This design comes from an exercise in tuning for a short achievable clock period and few clock cycles on the open sky130 flow, not from production work. Only simulation tests tie the RTL to the original design; equivalence was not proved. No driver is modelled on the clock port, so clocking that relies on it looks cheaper here than on a real chip. Power figures rest on the tool's default switching activity, not on a simulated workload.

--- flow/flow/post_cts.tcl ---
# After CTS: upsize the debug read tree, re-legalize, and write the CTS
# result back for the standard flow to route.
set R orfs/results/$::env(FLOW_PLATFORM)/mips_multicycle_core/base
set P $::env(FLOW_HOME)/platforms/$::env(FLOW_PLATFORM)
read_liberty $P/lib/sky130_fd_sc_hd__tt_025C_1v80.lib
read_db $R/4_cts.odb
read_sdc $R/4_cts.sdc
source $P/setRC.tcl
estimate_parasitics -placement
set_propagated_clock [all_clocks]
report_worst_slack -max
source [file dirname [info script]]/upsize_dbg.tcl
detailed_placement
check_placement
estimate_parasitics -placement
report_worst_slack -max
report_worst_slack -min
write_db $R/4_cts.odb
--- flow/standard.sh ---
#!/bin/bash
# synth_recipe.tcl (not shown) runs the flow's synth.tcl, then flattens the netlist and writes it again
# the make line also repeats each setting of config.mk as NAME=value (left out here)
make -C /OpenROAD-flow-scripts/flow DESIGN_CONFIG=/design/flow/config.mk WORK_HOME=/design/flow/orfs CLKGATE_MAP_FILE= SYNTH_SCRIPT=/design/flow/synth_recipe.tcl "${@:-finish}"
--- flow/config.mk ---
export PLATFORM = sky130hd
export DESIGN_NAME = mips_multicycle_core
export DESIGN_NICKNAME = mips_multicycle_core
export VERILOG_FILES = /design/flow/design.v
export SDC_FILE = /design/flow/constraint.sdc
export NUM_CORES = 4
export LEC_CHECK = 0
export CAP_MARGIN = 30
export CORE_MARGIN = 2
export CORE_UTILIZATION = 35
export PLACE_DENSITY = 0.55
export SETUP_SLACK_MARGIN = 4.5
export SLEW_MARGIN = 30
export SYNTH_HIERARCHICAL = 1
export SYNTH_MINIMUM_KEEP_SIZE = 0
export TNS_END_PERCENT = 100
--- flow/constraint.sdc ---
create_clock -name core_clock -period 8.0 [get_ports {clk}]
set_input_delay 1.6000 -clock core_clock [delete_from_list [all_inputs] [get_ports {clk}]]
set_output_delay 1.6000 -clock core_clock [all_outputs]
set_load 0.01 [all_outputs]
--- flow/flow/upsize_dbg.tcl ---
# Upsize the debug read tree: walk back from each dbg_reg output through the
# output buffer and the tree's NAND2, NOR2 and NAND4 levels (skipping any
# buffers the resizer put between them) and give those gates drive 4.
proc drv_inst {net} {
  foreach it [$net getITerms] {
    if {[$it isOutputSignal]} { return [$it getInst] }
  }
  return ""
}
proc skip_bufs {inst} {
  while {$inst ne "" && [string match "sky130_fd_sc_hd__buf_*" [[$inst getMaster] getName]]} {
    set in ""
    foreach it [$inst getITerms] { if {[$it isInputSignal]} { set in [$it getNet] } }
    if {$in eq "" || $in eq "NULL"} { return "" }
    set inst [drv_inst $in]
  }
  return $inst
}
proc in_drivers {inst} {
  set r {}
  foreach it [$inst getITerms] {
    if {[$it isInputSignal] && [$it getNet] ne "NULL"} {
      set d [skip_bufs [drv_inst [$it getNet]]]
      if {$d ne ""} { lappend r $d }
    }
  }
  return $r
}
proc upsize {inst fam} {
  set m [[$inst getMaster] getName]
  if {![regexp "^sky130_fd_sc_hd__${fam}_(\[0-9\]+)\$" $m -> d]} { return 0 }
  if {$d >= 4} { return 0 }
  replace_cell [$inst getName] sky130_fd_sc_hd__${fam}_4
  return 1
}
set block [ord::get_db_block]
set n 0
foreach bt [$block getBTerms] {
  if {![string match "dbg_reg*" [$bt getName]]} { continue }
  set ob [drv_inst [$bt getNet]]
  if {$ob eq ""} { continue }
  set g4 [skip_bufs [lindex [in_drivers $ob] 0]]
  if {$g4 eq "" || ![string match "*nand2_*" [[$g4 getMaster] getName]]} { puts "skip [$bt getName]"; continue }
  incr n [upsize $g4 nand2]
  foreach g3 [in_drivers $g4] {
    if {![string match "*nor2_*" [[$g3 getMaster] getName]]} { continue }
    incr n [upsize $g3 nor2]
    foreach g2 [in_drivers $g3] {
      if {![string match "*nand4_*" [[$g2 getMaster] getName]]} { continue }
      incr n [upsize $g2 nand4]
    }
  }
}
puts "upsized $n debug read gates"
--- flow/flow/run.sh ---
#!/bin/bash
# Layout flow: the standard flow (standard.sh: the standard synthesis,
# floorplan, placement, CTS, routing and finishing), with one extra step after
# CTS that gives the debug read port's output-side gates drive strength 4.
# Each step writes its full output to its own log file in the work folder.
set -euo pipefail
bash standard.sh synth > 1_synth.log 2>&1
bash standard.sh cts > 2_to_cts.log 2>&1
openroad -no_init -exit flow/post_cts.tcl > 3_post_cts.log 2>&1
bash standard.sh > 4_finish.log 2>&1
test -s out/final.def
--- flow/design.v ---
package mips_pkg;
  localparam logic [5:0] OP_RTYPE = 6'h00;
  localparam logic [5:0] OP_J     = 6'h02;
  localparam logic [5:0] OP_BEQ   = 6'h04;
  localparam logic [5:0] OP_BNE   = 6'h05;
  localparam logic [5:0] OP_ADDI  = 6'h08;
  localparam logic [5:0] OP_SLTI  = 6'h0A;
  localparam logic [5:0] OP_ANDI  = 6'h0C;
  localparam logic [5:0] OP_ORI   = 6'h0D;
  localparam logic [5:0] OP_LW    = 6'h23;
  localparam logic [5:0] OP_SW    = 6'h2B;
  localparam logic [5:0] FN_SLL = 6'h00;
  localparam logic [5:0] FN_SRL = 6'h02;
  localparam logic [5:0] FN_ADD = 6'h20;
  localparam logic [5:0] FN_SUB = 6'h22;
  localparam logic [5:0] FN_AND = 6'h24;
  localparam logic [5:0] FN_OR  = 6'h25;
  localparam logic [5:0] FN_XOR = 6'h26;
  localparam logic [5:0] FN_NOR = 6'h27;
  localparam logic [5:0] FN_SLT = 6'h2A;
  typedef enum logic [2:0] {ST_FETCH, ST_DECODE, ST_EXEC, ST_MEM, ST_WB, ST_TRAP} state_t;
  typedef enum logic [3:0] {
    ALU_ADD, ALU_SUB, ALU_AND, ALU_OR, ALU_XOR, ALU_NOR, ALU_SLT, ALU_SLL, ALU_SRL
  } alu_op_t;
  typedef enum logic [1:0] {SRC_REG, SRC_SIMM, SRC_ZIMM} src_t;
  typedef struct packed {
    logic    valid;
    alu_op_t op;
    src_t    src;
    logic    wr_en;
    logic    wr_rt;
    logic    is_lw;
    logic    is_sw;
    logic    is_beq;
    logic    is_bne;
    logic    is_j;
  } ctrl_t;
  function automatic ctrl_t decode(input logic [5:0] opcode, input logic [5:0] funct);
    mips_pkg::ctrl_t c;
    c = '0;
    c.valid = 1'b1;
    c.op    = mips_pkg::ALU_ADD;
    c.src   = mips_pkg::SRC_REG;
    case (opcode)
      mips_pkg::OP_RTYPE: begin
        c.wr_en = 1'b1;
        case (funct)
          mips_pkg::FN_ADD:  c.op = mips_pkg::ALU_ADD;
          mips_pkg::FN_SUB:  c.op = mips_pkg::ALU_SUB;
          mips_pkg::FN_AND:  c.op = mips_pkg::ALU_AND;
          mips_pkg::FN_OR:   c.op = mips_pkg::ALU_OR;
          mips_pkg::FN_XOR:  c.op = mips_pkg::ALU_XOR;
          mips_pkg::FN_NOR:  c.op = mips_pkg::ALU_NOR;
          mips_pkg::FN_SLT:  c.op = mips_pkg::ALU_SLT;
          mips_pkg::FN_SLL:  c.op = mips_pkg::ALU_SLL;
          mips_pkg::FN_SRL:  c.op = mips_pkg::ALU_SRL;
          default: c.valid = 1'b0;
        endcase
      end
      mips_pkg::OP_ADDI: begin c.src = mips_pkg::SRC_SIMM; c.wr_en = 1'b1; c.wr_rt = 1'b1; end
      mips_pkg::OP_SLTI: begin c.op = mips_pkg::ALU_SLT; c.src = mips_pkg::SRC_SIMM; c.wr_en = 1'b1; c.wr_rt = 1'b1; end
      mips_pkg::OP_ANDI: begin c.op = mips_pkg::ALU_AND; c.src = mips_pkg::SRC_ZIMM; c.wr_en = 1'b1; c.wr_rt = 1'b1; end
      mips_pkg::OP_ORI:  begin c.op = mips_pkg::ALU_OR;  c.src = mips_pkg::SRC_ZIMM; c.wr_en = 1'b1; c.wr_rt = 1'b1; end
      mips_pkg::OP_LW:   begin c.src = mips_pkg::SRC_SIMM; c.wr_en = 1'b1; c.wr_rt = 1'b1; c.is_lw = 1'b1; end
      mips_pkg::OP_SW:   begin c.src = mips_pkg::SRC_SIMM; c.is_sw = 1'b1; end
      mips_pkg::OP_BEQ:  begin c.op = mips_pkg::ALU_SUB; c.is_beq = 1'b1; end
      mips_pkg::OP_BNE:  begin c.op = mips_pkg::ALU_SUB; c.is_bne = 1'b1; end
      mips_pkg::OP_J:    c.is_j = 1'b1;
      default: c.valid = 1'b0;
    endcase
    decode = c;
  endfunction
endpackage
module mips_alu
(
  input  logic signed [31:0] a,
  input  logic signed [31:0] b,
  input  mips_pkg::alu_op_t  op,
  input  logic        [4:0]  shamt,
  output logic signed [31:0] result,
  output logic               zero
);
  logic [31:0] sum, diff;
  logic        slt;
  mips_ks_add u_add (.a(a), .b(b),  .cin(1'b0), .s(sum));
  mips_ks_add u_sub (.a(a), .b(~b), .cin(1'b1), .s(diff));
  assign slt = (a[31] ^ b[31]) ? a[31] : diff[31];
  always_comb begin
    result = '0;
    case (op)
      mips_pkg::ALU_ADD: result = sum;
      mips_pkg::ALU_SUB: result = diff;
      mips_pkg::ALU_AND: result = a & b;
      mips_pkg::ALU_OR:  result = a | b;
      mips_pkg::ALU_XOR: result = a ^ b;
      mips_pkg::ALU_NOR: result = ~(a | b);
      mips_pkg::ALU_SLT: result = {31'd0, slt};
      mips_pkg::ALU_SLL: result = $signed($unsigned(b) << shamt);
      mips_pkg::ALU_SRL: result = $signed($unsigned(b) >> shamt);
      default: result = '0;
    endcase
  end
  assign zero = (result == '0);
endmodule
module mips_ks_add #(parameter int W = 32)
(
  input  logic [W-1:0] a,
  input  logic [W-1:0] b,
  input  logic         cin,
  output logic [W-1:0] s
);
  logic [W-1:0] g, p, c;
  mips_ks_pg   #(.W(W)) u_pg   (.a(a), .b(b), .cin(cin), .g(g), .p(p));
  mips_ks_tree #(.W(W)) u_tree (.g(g), .p(p), .cin(cin), .c(c));
  mips_ks_sum  #(.W(W)) u_sum  (.p(p), .c(c), .s(s));
endmodule
module mips_ks_pg #(parameter int W = 32)
(
  input  logic [W-1:0] a,
  input  logic [W-1:0] b,
  input  logic         cin,
  output logic [W-1:0] g,
  output logic [W-1:0] p
);
  always_comb begin
    g = a & b;
    p = a ^ b;
    g[0] = (a[0] & b[0]) | ((a[0] | b[0]) & cin);
  end
endmodule
module mips_ks_tree #(parameter int W = 32)
(
  input  logic [W-1:0] g,
  input  logic [W-1:0] p,
  input  logic         cin,
  output logic [W-1:0] c
);
  localparam int L = (W > 16) ? 5 : (W > 8) ? 4 : (W > 4) ? 3 : 2;
  logic [W-1:0] gl [L+1];
  logic [W-1:0] pl [L+1];
  always_comb begin
    gl[0] = g;
    pl[0] = p;
    for (int l = 0; l < L; l++) begin
      for (int i = 0; i < W; i++) begin
        if (i >= (1 << l)) begin
          gl[l+1][i] = gl[l][i] | (pl[l][i] & gl[l][i - (1 << l)]);
          pl[l+1][i] = pl[l][i] & pl[l][i - (1 << l)];
        end else begin
          gl[l+1][i] = gl[l][i];
          pl[l+1][i] = pl[l][i];
        end
      end
    end
    c = {gl[L][W-2:0], cin};
  end
endmodule
module mips_ks_sum #(parameter int W = 32)
(
  input  logic [W-1:0] p,
  input  logic [W-1:0] c,
  output logic [W-1:0] s
);
  assign s = p ^ c;
endmodule
module mips_rf_mux
(
  input  logic [31:0][31:0] d,
  input  logic [4:0]  sel,
  output logic [31:0] q
);
  logic [15:0][31:0] l1;
  logic [7:0][31:0]  l2;
  logic [3:0][31:0]  l3;
  logic [1:0][31:0]  l4;
  always_comb begin
    for (int k = 0; k < 16; k++) l1[k] = sel[0] ? d[2*k+1] : d[2*k];
    for (int k = 0; k < 8; k++)  l2[k] = sel[1] ? l1[2*k+1] : l1[2*k];
    for (int k = 0; k < 4; k++)  l3[k] = sel[2] ? l2[2*k+1] : l2[2*k];
    for (int k = 0; k < 2; k++)  l4[k] = sel[3] ? l3[2*k+1] : l3[2*k];
    q = sel[4] ? l4[1] : l4[0];
  end
endmodule
module mips_g_ao22n (input logic a, b, c, d, output logic y);
  assign y = ~((a & b) | (c & d));
endmodule
module mips_g_nand2 (input logic a, b, output logic y);
  assign y = ~(a & b);
endmodule
module mips_g_inv (input logic a, output logic y);
  assign y = ~a;
endmodule
module mips_g_nand3 (input logic a, b, c, output logic y);
  assign y = ~(a & b & c);
endmodule
module mips_g_nand4 (input logic a, b, c, d, output logic y);
  assign y = ~(a & b & c & d);
endmodule
module mips_g_nor2 (input logic a, b, output logic y);
  assign y = ~(a | b);
endmodule
module mips_dbg_read
(
  input  logic [31:0][31:0] d,
  input  logic [4:0]        sel,
  output logic [31:0]       q
);
  logic [4:0]  sel_n;
  logic [3:0]  lo_n;    
  logic [7:0]  hi_n;    
  logic [31:0] oh;
  for (genvar i = 0; i < 5; i++) begin : g_inv
    mips_g_inv u_i (.a(sel[i]), .y(sel_n[i]));
  end
  for (genvar j = 0; j < 4; j++) begin : g_lo
    mips_g_nand2 u_l (.a((j % 2 == 1) ? sel[0] : sel_n[0]), .b((j / 2 == 1) ? sel[1] : sel_n[1]), .y(lo_n[j]));
  end
  for (genvar k = 0; k < 8; k++) begin : g_hi
    mips_g_nand3 u_h (.a((k % 2 == 1) ? sel[2] : sel_n[2]), .b(((k / 2) % 2 == 1) ? sel[3] : sel_n[3]),
                      .c((k / 4 == 1) ? sel[4] : sel_n[4]), .y(hi_n[k]));
  end
  assign oh[0] = 1'b0;
  for (genvar i = 1; i < 32; i++) begin : g_oh
    mips_g_nor2 u_o (.a(lo_n[i % 4]), .b(hi_n[i / 4]), .y(oh[i]));
  end
  for (genvar b = 0; b < 32; b++) begin : g_bit
    logic [15:0] l1;    
    logic [3:0]  l2;    
    logic [1:0]  l3;    
    mips_g_nand2 u_a0 (.a(oh[1]), .b(d[1][b]), .y(l1[0]));
    for (genvar k = 1; k < 16; k++) begin : g_l1
      mips_g_ao22n u_a (.a(oh[2*k]), .b(d[2*k][b]), .c(oh[2*k+1]), .d(d[2*k+1][b]), .y(l1[k]));
    end
    for (genvar k = 0; k < 4; k++) begin : g_l2
      mips_g_nand4 u_b (.a(l1[4*k]), .b(l1[4*k+1]), .c(l1[4*k+2]), .d(l1[4*k+3]), .y(l2[k]));
    end
    for (genvar k = 0; k < 2; k++) begin : g_l3
      mips_g_nor2 u_c (.a(l2[2*k]), .b(l2[2*k+1]), .y(l3[k]));
    end
    mips_g_nand2 u_d (.a(l3[0]), .b(l3[1]), .y(q[b]));
  end
endmodule
module mips_next_sums #(parameter int W = 10)
(
  input  logic [W-1:0] x,
  input  logic [W-1:0] off,
  output logic [W-1:0] p1,
  output logic [W-1:0] pt
);
  assign p1 = x + W'(1);
  assign pt = x + W'(1) + off;
endmodule
module mips_multicycle_core
#(
  parameter int                ADDR_W   = 10,
  parameter logic [ADDR_W-1:0] RESET_PC = '0
) (
  input  logic              clk,
  input  logic              rst,
  input  logic              run,
  output logic              imem_req,
  output logic [ADDR_W-1:0] imem_addr,
  input  logic              imem_ready,
  input  logic [31:0]       imem_rdata,
  output logic              dmem_req,
  output logic              dmem_we,
  output logic [ADDR_W-1:0] dmem_addr,
  output logic [31:0]       dmem_wdata,
  input  logic              dmem_ready,
  input  logic [31:0]       dmem_rdata,
  input  logic [4:0]        dbg_sel,
  output logic [31:0]       dbg_reg,
  output logic [ADDR_W-1:0] dbg_pc,
  output logic              retire,
  output logic              halted
);
  logic [ADDR_W-1:0]  pc;
  logic               halt_r;
  logic [31:0]        rfv [32];
  logic [31:0]        rf_ok;
  logic [31:0][31:0]  rfp;
  logic               e_v;
  mips_pkg::ctrl_t    e_ctrl;
  logic               e_wen;
  logic [4:0]         e_widx;
  logic [31:0]        e_we;       
  logic signed [31:0] e_a, e_b, e_bop;
  logic [4:0]         e_shamt;
  logic [ADDR_W-1:0]  e_off, e_pc1, e_btgt;
  always_comb for (int i = 0; i < 32; i++) rfp[i] = rfv[i] & {32{rf_ok[i]}};
  logic signed [31:0] alu_res, e_res;
  logic               alu_zero, e_mem, e_done, trap, take;
  logic [ADDR_W-1:0]  e_npc;
  mips_alu u_alu (
    .a      (e_a),
    .b      (e_bop),
    .op     (e_ctrl.op),
    .shamt  (e_shamt),
    .result (alu_res),
    .zero   (alu_zero)
  );
  assign e_res  = e_ctrl.is_lw ? dmem_rdata : alu_res;
  assign e_mem  = e_ctrl.is_lw || e_ctrl.is_sw;
  assign e_done = !e_mem || dmem_ready;
  assign take   = (e_ctrl.is_beq && (e_a == e_b)) || (e_ctrl.is_bne && (e_a != e_b));
  assign e_npc  = e_ctrl.is_j ? e_off : (take ? e_btgt : e_pc1);
  assign trap   = e_v && !e_ctrl.valid;
  assign retire     = e_v && e_ctrl.valid && e_done;
  assign halted     = halt_r;
  assign dmem_req   = e_v && e_ctrl.valid && e_mem;
  assign dmem_we    = e_v && e_ctrl.valid && e_ctrl.is_sw;
  mips_ks_add #(.W(ADDR_W)) u_maddr (.a(e_a[ADDR_W-1:0]), .b(e_off), .cin(1'b0), .s(dmem_addr));
  assign dmem_wdata = e_b;
  mips_dbg_read u_dbg (.d(rfp), .sel(dbg_sel), .q(dbg_reg));
  assign dbg_pc     = pc;
  assign imem_req  = run && !trap && !halt_r && (!e_v || e_done);
  assign imem_addr = e_v ? e_npc : pc;
  logic [31:0]        fi;
  logic               f_ok, fwd_a, fwd_b;
  mips_pkg::ctrl_t    f_ctrl;
  logic [4:0]         f_rs, f_rt, f_widx;
  logic signed [31:0] f_a, f_b, f_simm, f_zimm, f_bop, rd_a, rd_b;
  logic [ADDR_W-1:0]  f_pc1, f_btgt;
  assign fi     = imem_rdata;
  assign f_ok   = imem_req && imem_ready;
  assign f_ctrl = mips_pkg::decode(fi[31:26], fi[5:0]);
  assign f_rs   = fi[25:21];
  assign f_rt   = fi[20:16];
  assign f_widx = f_ctrl.wr_rt ? fi[20:16] : fi[15:11];
  assign f_simm = {{16{fi[15]}}, fi[15:0]};
  assign f_zimm = {16'h0000, fi[15:0]};
  logic [ADDR_W-1:0] off_f;
  assign off_f = fi[ADDR_W-1:0];
  logic [ADDR_W-1:0] s1_pc, st_pc, s1_j, st_j, s1_b, st_b, s1_s, st_s;
  mips_next_sums #(.W(ADDR_W)) u_ns_pc (.x(pc),     .off(off_f), .p1(s1_pc), .pt(st_pc));
  mips_next_sums #(.W(ADDR_W)) u_ns_j  (.x(e_off),  .off(off_f), .p1(s1_j),  .pt(st_j));
  mips_next_sums #(.W(ADDR_W)) u_ns_b  (.x(e_btgt), .off(off_f), .p1(s1_b),  .pt(st_b));
  mips_next_sums #(.W(ADDR_W)) u_ns_s  (.x(e_pc1),  .off(off_f), .p1(s1_s),  .pt(st_s));
  always_comb begin
    if (!e_v) begin
      f_pc1  = s1_pc;
      f_btgt = st_pc;
    end else if (e_ctrl.is_j) begin
      f_pc1  = s1_j;
      f_btgt = st_j;
    end else if (take) begin
      f_pc1  = s1_b;
      f_btgt = st_b;
    end else begin
      f_pc1  = s1_s;
      f_btgt = st_s;
    end
  end
  mips_rf_mux u_rs_mux (.d(rfp), .sel(f_rs), .q(rd_a));
  mips_rf_mux u_rt_mux (.d(rfp), .sel(f_rt), .q(rd_b));
  assign fwd_a = e_v && e_wen && (e_widx == f_rs);
  assign fwd_b = e_v && e_wen && (e_widx == f_rt);
  assign f_a   = fwd_a ? e_res : rd_a;
  assign f_b   = fwd_b ? e_res : rd_b;
  always_comb begin
    case (f_ctrl.src)
      mips_pkg::SRC_SIMM: f_bop = f_simm;
      mips_pkg::SRC_ZIMM: f_bop = f_zimm;
      default:            f_bop = f_b;
    endcase
  end
  always_ff @(posedge clk) begin
    if (rst) begin
      pc     <= RESET_PC;
      halt_r <= 1'b0;
      e_v    <= 1'b0;
      rf_ok  <= '0;
    end else begin
      if (retire) begin
        pc <= e_npc;
        for (int i = 1; i < 32; i++) if (e_we[i]) rf_ok[i] <= 1'b1;
      end
      if (trap && !halt_r) begin
        halt_r <= 1'b1;
        pc     <= e_pc1;
      end
      if (f_ok)        e_v <= 1'b1;
      else if (retire) e_v <= 1'b0;
    end
  end
  always_ff @(posedge clk) begin
    if (retire)
      for (int i = 1; i < 32; i++) if (e_we[i]) rfv[i] <= e_res;
  end
  always_ff @(posedge clk) begin
    if (f_ok) begin
      e_ctrl  <= f_ctrl;
      e_wen   <= f_ctrl.wr_en && (f_widx != 5'd0);
      e_widx  <= f_widx;
      for (int i = 0; i < 32; i++) e_we[i] <= f_ctrl.wr_en && (f_widx == 5'(i)) && (i != 0);
      e_a     <= f_a;
      e_b     <= f_b;
      e_bop   <= f_bop;
      e_shamt <= fi[10:6];
      e_off   <= fi[ADDR_W-1:0];
      e_pc1   <= f_pc1;
      e_btgt  <= f_btgt;
    end
  end
endmodule
==> flow_summary.json, run 1 <==
{
  "status": "finished clean",
  "critPathSlowestCell": "nand4_4",
  "hold-worst-slack_ps": 467.8,
  "netlist_area_mm2": 0.08430,
  "place_hpwl_um": 245100,
  "detail-route-antenna-nets": 0,
  "p_leak_nw": 40.07,
  "critical_path_buf_inv_count": 8,
  "die_area_mm2": 0.2448,
  "fin_crit_sh_pct": 63.92,
  "die_width_um": 494.8,
  "root_buffer": "clkbuf_16",
  "clkSinkCount": 1209,
  "grt_util_all_layers_pct": 30.90,
  "tns_ps": 0,
  "tightest_slew_ps": 1140,
  "wl_um": 395400,
  "rrSetupSlack_ps": 3070,
  "powerDensity_mw_per_mm2": 163.3,
  "critPathLaunchType": "input pin",
  "dp_slack_ps": 1156,
  "ioPinCount": 173,
  "max_cap_violations": 0,
  "critPathLaunch": "dbg_sel[3]",
  "avgRoutedWirePerCell_um": 33.59,
  "clkPwrFrac_pct": 37.4,
  "skew_ps": 42.67,
  "rsz0062_at_grt": "true",
  "final_hold_viol_count": 0,
  "syn2layout_area_growth_pct": 28.37,
  "grt_pass1_wl_um": 544500,
  "cts_tree": "done",
  "start_util_pct": 35.11,
  "cp_max_fo": 7,
  "num_vias": 73160,
  "r2r-start": "e_a[0]",
  "slew_headroom_pct": 24.01,
  "ys_warn_count": 51,
  "grt_max_degree": 137,
  "crit_arrival_ps": 3510,
  "setup_violations": 0,
  "fin_nets": 8721,
  "hold_path_depth": 1,
  "gp_congestion": 0.9777,
  "die_height_um": 494.8,
  "path_class": "in2out",
  "io_buffers": 172,
  "cts_hold_buffers": 0,
  "clk_path_buf_depth": 3,
  "critical_path.top_delay_family": "buffers and inverters",
  "final_layout_size_suffix_gt1_share_pct": 27.45,
  "critical_path_depth": 14,
  "crit_required_ps": 6400,
  "vdd_drop_max_mv": 0.1545,
  "coreArea_mm2": 0.2401,
  "p_seq_share_pct": 41.3,
  "rows": 180,
  "crit_path_cell_trace": "buf_12 -> clkinvlp_4 -> buf_6 -> nand3_4 -> buf_12 -> nor2_4 -> buf_12 -> buf_6 -> buf_8 -> a22oi_2 -> nand4_4 -> nor2_4 -> nand2_4 -> buf_6",
  "min_period_ps": 5113,
  "r2r-end": "rfv[2][26]",
  "viasPerCell": 6.215,
  "antenna_found_initial": 28,
  "overflow": 0,
  "h-tree-depth": 4,
  "first_iter_violations": 9718,
  "cts_buffers": 144,
  "internal_power_w": 0.01239,
  "grt_pass1_vias": 70310,
  "cp-end-kind": "primary output",
  "clk_pin_slew_ps": 60,
  "hold_class": "reg2reg",
  "p_sw_w": 0.005280,
  "insertion_delay_ps": 830,
  "worst_r2r_path_depth": 27,
  "cp-endpoint": "dbg_reg[30]",
  "pwr-share-comb_pct": 21.3,
  "max_freq_mhz": 195.6,
  "netlist_instances": 7798,
  "power.switching_fraction_pct": 29.89,
  "drc_errors": 0,
  "cp_slowest_stage_delay_ps": 220,
  "synth_area_per_cell_um2": 10.81,
  "fin_ws_ps": 2887,
  "drv_slew": 0,
  "dr.pass1.iters": 6
}
-- power groups by stage --
stage | Combinational (W) | Sequential, W | Clock (W)
floorplan | 0.00170 | 0.00740 | 0
global placement | 0.00273 | 0.00749 | 0
detailed placement | 0.00276 | 0.00748 | 0
CTS | 0.00341 | 0.00730 | 0.00669
global route | 0.00389 | 0.00731 | 0.00692
finish | 0.00376 | 0.00730 | 0.00661
-- layout make-up --
type,count,area (um^2)
clock inverter,71,690.7
sequential,1209,35900
inverter,188,1192
multi-input combinational,5976,51200
timing repair buffer,923,11040
timing repair inverter,18,254.0
fill,22060,131900
antenna,10,25.02
tap,3185,3985
clock buffer,190,3921
-- worst min-delay path by stage --
stage	to	startpoint	slack, ps
floorplan	rf_ok[10]	rf_ok[10]	510
global placement	rf_ok[23]	rf_ok[23]	450
detailed placement	rf_ok[21]	rf_ok[21]	460
CTS	rf_ok[21]	rf_ok[21]	470
global route	rf_ok[23]	rf_ok[23]	500
finish	rf_ok[21]	rf_ok[21]	470
-- per-layer routing --
metal	track usage, %	wire (um)	vias to the layer above
li1	-	-	30820
met4	14.54	20990	28
met1	41.04	159700	36860
met3	6.294	38800	1042
met2	48.10	175700	4407
met5	0	199	-
-- through the flow --
step	cells	total power, W	util [%]	area [um^2]
2_1_floorplan	7865	0.009099	-	85100
3_3_place_gp	10940	0.01021	37.64	90370
3_5_place_dp	10950	0.01025	37.77	90680
4_1_cts	11640	0.01741	43.00	103200
5_1_grt	11760	0.01812	45.06	108200
6_report	11770	0.01767	45.07	108200
-- state kept, by name, summed over array words and instances (netlist names) --
name,flops
e_a,32
e_b,32
e_bop,32
e_btgt,10
e_ctrl,10
e_off,9
e_pc1,10
e_shamt,2
e_v,1
e_we,31
e_wen,1
e_widx,5
halt_r,1
pc,10
rf_ok,31
rfv,992
-- what timing repair did --
| item | in CTS | in global routing |
|---|---|---|
| pin swaps | 357 | 225 |
| gates cloned | 43 | 16 |
| setup buffers | 382 | 108 |
| endpoints found under the setup margin | 1202 | 1162 |
| gates resized for setup | 1134 | 299 |
-- layout by cell type (no fill, tap or decap), types with 44 or more instances in the layout --
| cell type | n |
|---|---|
| ha_1 | 170 |
| o21ai_2 | 45 |
| inv_1 | 133 |
| nor2_4 | 102 |
| a22oi_1 | 237 |
| and2_1 | 1004 |
| edfxtp_1 | 1166 |
| nand2b_1 | 45 |
| nor2_1 | 170 |
| nand4_4 | 128 |
| a22oi_2 | 490 |
| a22o_1 | 156 |
| buf_4 | 379 |
| xor2_1 | 115 |
| a21o_1 | 44 |
| a21oi_1 | 300 |
| o21ai_0 | 77 |
| nand3_1 | 232 |
| nor3_1 | 99 |
| clkdlybuf4s50_1 | 66 |
| buf_6 | 185 |
| o211ai_1 | 53 |
| conb_1 | 70 |
| a31oi_1 | 62 |
| clkbuf_16 | 154 |
| nand2_1 | 469 |
| mux2i_1 | 1100 |
| buf_12 | 149 |
| buf_16 | 47 |
-- worst reg2reg max path: stages (launching register included) --
cell      delay (ps)
edfxtp_1         370
buf_6            140
buf_6            100
buf_6            120
buf_6            110
buf_6            110
ha_4             140
a21o_1           160
a21o_1           190
nand4_1          160
buf_4            150
a21oi_4           60
o21ai_4          210
a31oi_4          150
o22ai_4          250
buf_6            150
o21ai_4           50
a21o_1           190
xor2_1           160
mux2_4           280
a22oi_2          260
o311ai_2         170
a221oi_2         210
nand2_1          120
mux2i_4          190
buf_12           170
buf_16           190
inv_16            80
Testbench counts, summed over its fixed seeds: cycles 4,192.
==> inputs of run 2 (changes only) <==
--- a/flow/config.mk
+++ b/flow/config.mk
@@ -7,8 +7,8 @@
 export LEC_CHECK = 0
 export CAP_MARGIN = 30
 export CORE_MARGIN = 2
-export CORE_UTILIZATION = 35
-export PLACE_DENSITY = 0.55
+export CORE_UTILIZATION = 45
+export PLACE_DENSITY = 0.7
 export SETUP_SLACK_MARGIN = 4.5
 export SLEW_MARGIN = 30
 export SYNTH_HIERARCHICAL = 1
==> run 2 against run 1 <==
Effect of this change:
- die area fell by 22%
- maximum frequency fell by 2.9%
- largest cell class unchanged
- clock power barely moved
- cell count fell by 5.2%
- sequential cell count did not move
- count of clock-buffer cells in the layout fell by 13
- area after synthesis did not move
- routed wire length fell by 1.7%
- combinational power barely moved
- critical endpoint is now e_bop[26]
- largest power group unchanged
- hold slack got worse by 1.6 ps
==> flow_summary.json, run 2 <==
{
  "min_period_ps": 5267,
  "avgRoutedWirePerCell_um": 34.84,
  "max_freq_mhz": 189.9,
  "hold_class": "reg2reg",
  "drc_errors": 0,
  "die_height_um": 436.8,
  "fin_nets": 8817,
  "num_vias": 76630,
  "tns_ps": 0,
  "clk_path_buf_depth": 3,
  "largest_register_ffs": 992,
  "cp-endpoint": "e_bop[26]",
  "coreArea_mm2": 0.1858,
  "final_layout_size_suffix_gt1_share_pct": 28.22,
  "layout_common_cells": "edfxtp_1 (1,166), mux2i_1 (1,100), and2_1 (1,004), a22oi_2 (488), nand2_1 (471)",
  "netlist_area_mm2": 0.08430,
  "cp-end-kind": "flop",
  "grt_max_degree": 176,
  "crit_arrival_ps": 5840,
  "critPathLaunchType": "flop",
  "io_buffers": 172,
  "ioPinCount": 173,
  "r2r-end": "e_bop[26]",
  "status": "finished clean",
  "die_area_mm2": 0.1908,
  "vdd_drop_max_mv": 0.1801,
  "path_class": "reg2reg",
  "worst_r2r_path_depth": 30,
  "slew_headroom_pct": 22.68,
  "insertion_delay_ps": 840,
  "fin_crit_sh_pct": 65.84,
  "cpMostUsedCell": "buf_6",
  "fill_cells": 14760,
  "rrSetupSlack_ps": 2730,
  "grt_pass1_vias": 71950,
  "cp_slowest_stage_delay_ps": 410,
  "tightest_slew_ps": 1158,
  "setup_violations": 0,
  "grt_util_all_layers_pct": 38.02,
  "hold-worst-slack_ps": 466.2,
  "netlist_instances": 7798,
  "final_hold_viol_count": 0,
  "max_cap_violations": 0,
  "place_hpwl_um": 229200,
  "p_total_w": 0.01768,
  "h-tree-depth": 4,
  "top_register": "rfv",
  "cp_max_fo": 5,
  "drv_slew": 0,
  "final_common_cell": "edfxtp_1",
  "gp_congestion": 1.017,
  "powerDensity_mw_per_mm2": 163.7,
  "wl_um": 388700,
  "critPathLaunch": "e_a[0]",
  "p_leak_nw": 40.47,
  "first_iter_violations": 11240,
  "antenna_found_initial": 27,
  "clkSinkCount": 1209,
  "start_util_pct": 45.36,
  "cts_buffers": 141,
  "root_buffer": "clkbuf_16",
  "die_width_um": 436.8,
  "dr.pass1.iters": 8,
  "critPathSlowestCell": "edfxtp_1",
  "viasPerCell": 6.867,
  "rsz0062_at_grt": "true",
  "overflow": 0,
  "clk_pin_slew_ps": 60,
  "grt_pass1_wl_um": 527300,
  "fin_util_pct": 58.11,
  "detail-route-antenna-nets": 0,
  "skew_ps": 52.68,
  "crit_required_ps": 8570,
  "ys_warn_count": 51,
  "rows": 158,
  "synth_area_per_cell_um2": 10.81,
  "r2r-start": "e_a[0]",
  "syn2layout_area_growth_pct": 28.11,
  "cts_tree": "done"
}
==> run 2: changes by cell type in the layout (fill, tap and decap cells not counted), moves of 12 or more <==
cell	change
a211oi_1	-14
buf_4	+12
buf_6	+104
clkbuf_16	+13
o21ai_1	+27
buf_12	-21
clkinvlp_4	+17
o21ai_0	-19
==> run 2: worst max-delay path: cells and delay by family (launching register included) <==
kind            cells  cell delay [ps]
flops               1              410
simple gates        2              350
compound gates     13             2180
xor+xnor            1              130
mux                 2              480
buf+inv            11             1320
fa+ha+maj           1              140
==> run 2: what timing repair did <==
action / 4_1_cts / 5_1_grt
endpoints found under the setup margin: 1182 / 1346
resized for setup: 1063 / 395
gates cloned: 50 / 32
pin swaps: 277 / 275
setup buffers: 451 / 137
endpoints found under the hold margin: 0 / 0
hold buffers: 0 / 0
==> run 2: report_power, final <==
| part | switching (W) | internal (W) |
|---|---|---|
| logic | 0.00233 | 0.00144 |
| registers | 0.000125 | 0.00719 |
| clock network | 0.00283 | 0.00376 |
==> run 2: layout make-up <==
| cell class | count | area [um^2] | share of cell area, % |
|---|---|---|---|
| Inverter | 188 | 962.2 | 0.8910 |
| Tap cell | 2480 | 3103 | 2.873 |
| Timing Repair Buffer | 1029 | 12090 | 11.20 |
| Antenna cell | 13 | 32.53 | 0.03012 |
| Multi-Input combinational cell | 5977 | 51240 | 47.45 |
| Sequential cell | 1209 | 35890 | 33.24 |
| Clock inverter | 75 | 807.0 | 0.7473 |
| Clock buffer | 177 | 3789 | 3.508 |
| Timing Repair inverter | 10 | 72.57 | 0.06720 |
==> run 2: per-stage QoR <==
step                cells  setup slack, ps  area (um^2)
CTS                 10970             2809       102100
global route        11150             2661       108000
finish              11160             2733       108000
global placement    10220             1381        89340
floorplan            7865             3442        85100
detailed placement  10220             1325        89390
==> run 2: worst min-delay path by stage <==
stage	cells after the start	to	startpoint	slack, ps
2_1_floorplan	1	rf_ok[10]	rf_ok[10]	510
4_1_cts	1	rf_ok[17]	rf_ok[17]	470
3_3_place_gp	1	rf_ok[17]	rf_ok[17]	450
6_report	1	rf_ok[17]	rf_ok[17]	470
5_1_grt	1	rf_ok[20]	rf_ok[20]	480
3_5_place_dp	1	rf_ok[20]	rf_ok[20]	450
==> run 2: layer usage <==
layer / vias to the layer above / wire length, um / GRT usage [%]
li1: 31000 / - / -
met1: 37460 / 137400 / 46.90
met2: 6378 / 164500 / 56.36
met3: 1776 / 52030 / 12.08
met4: 16 / 34780 / 26.66
met5: - / 110 / 0

## static timing again, ports no longer ideal
Ports are ideal in the flow. The routed layouts listed here were re-timed in OpenROAD. Step 1 sets driving cells, clkbuf_16 on the clock port and buf_2 on the other inputs (assumed; they add their load-dependent delay and slew). Step 2 also shifts input and output timing later by t, the mid clock arrival at the registers, as if the neighbouring blocks saw the same clock. Slacks: ideal / step 1 / step 2; pairs: ideal / step 1.
| run | t, ns | setup slack, ns | hold WS [ns] |
|---|---|---|---|
| run 1 | 0.893 | 2.887 / 2.776 / 2.672 | 0.468 / 0.468 / 0.468 |
| run 2 | 0.906 | 2.733 / 2.733 / 2.657 | 0.466 / 0.466 / 0.466 |
After both steps every run listed still meets setup and hold. The setup slack of run 1, which loses most, moves by -0.111 ns with the drivers and by -0.215 ns with both steps.
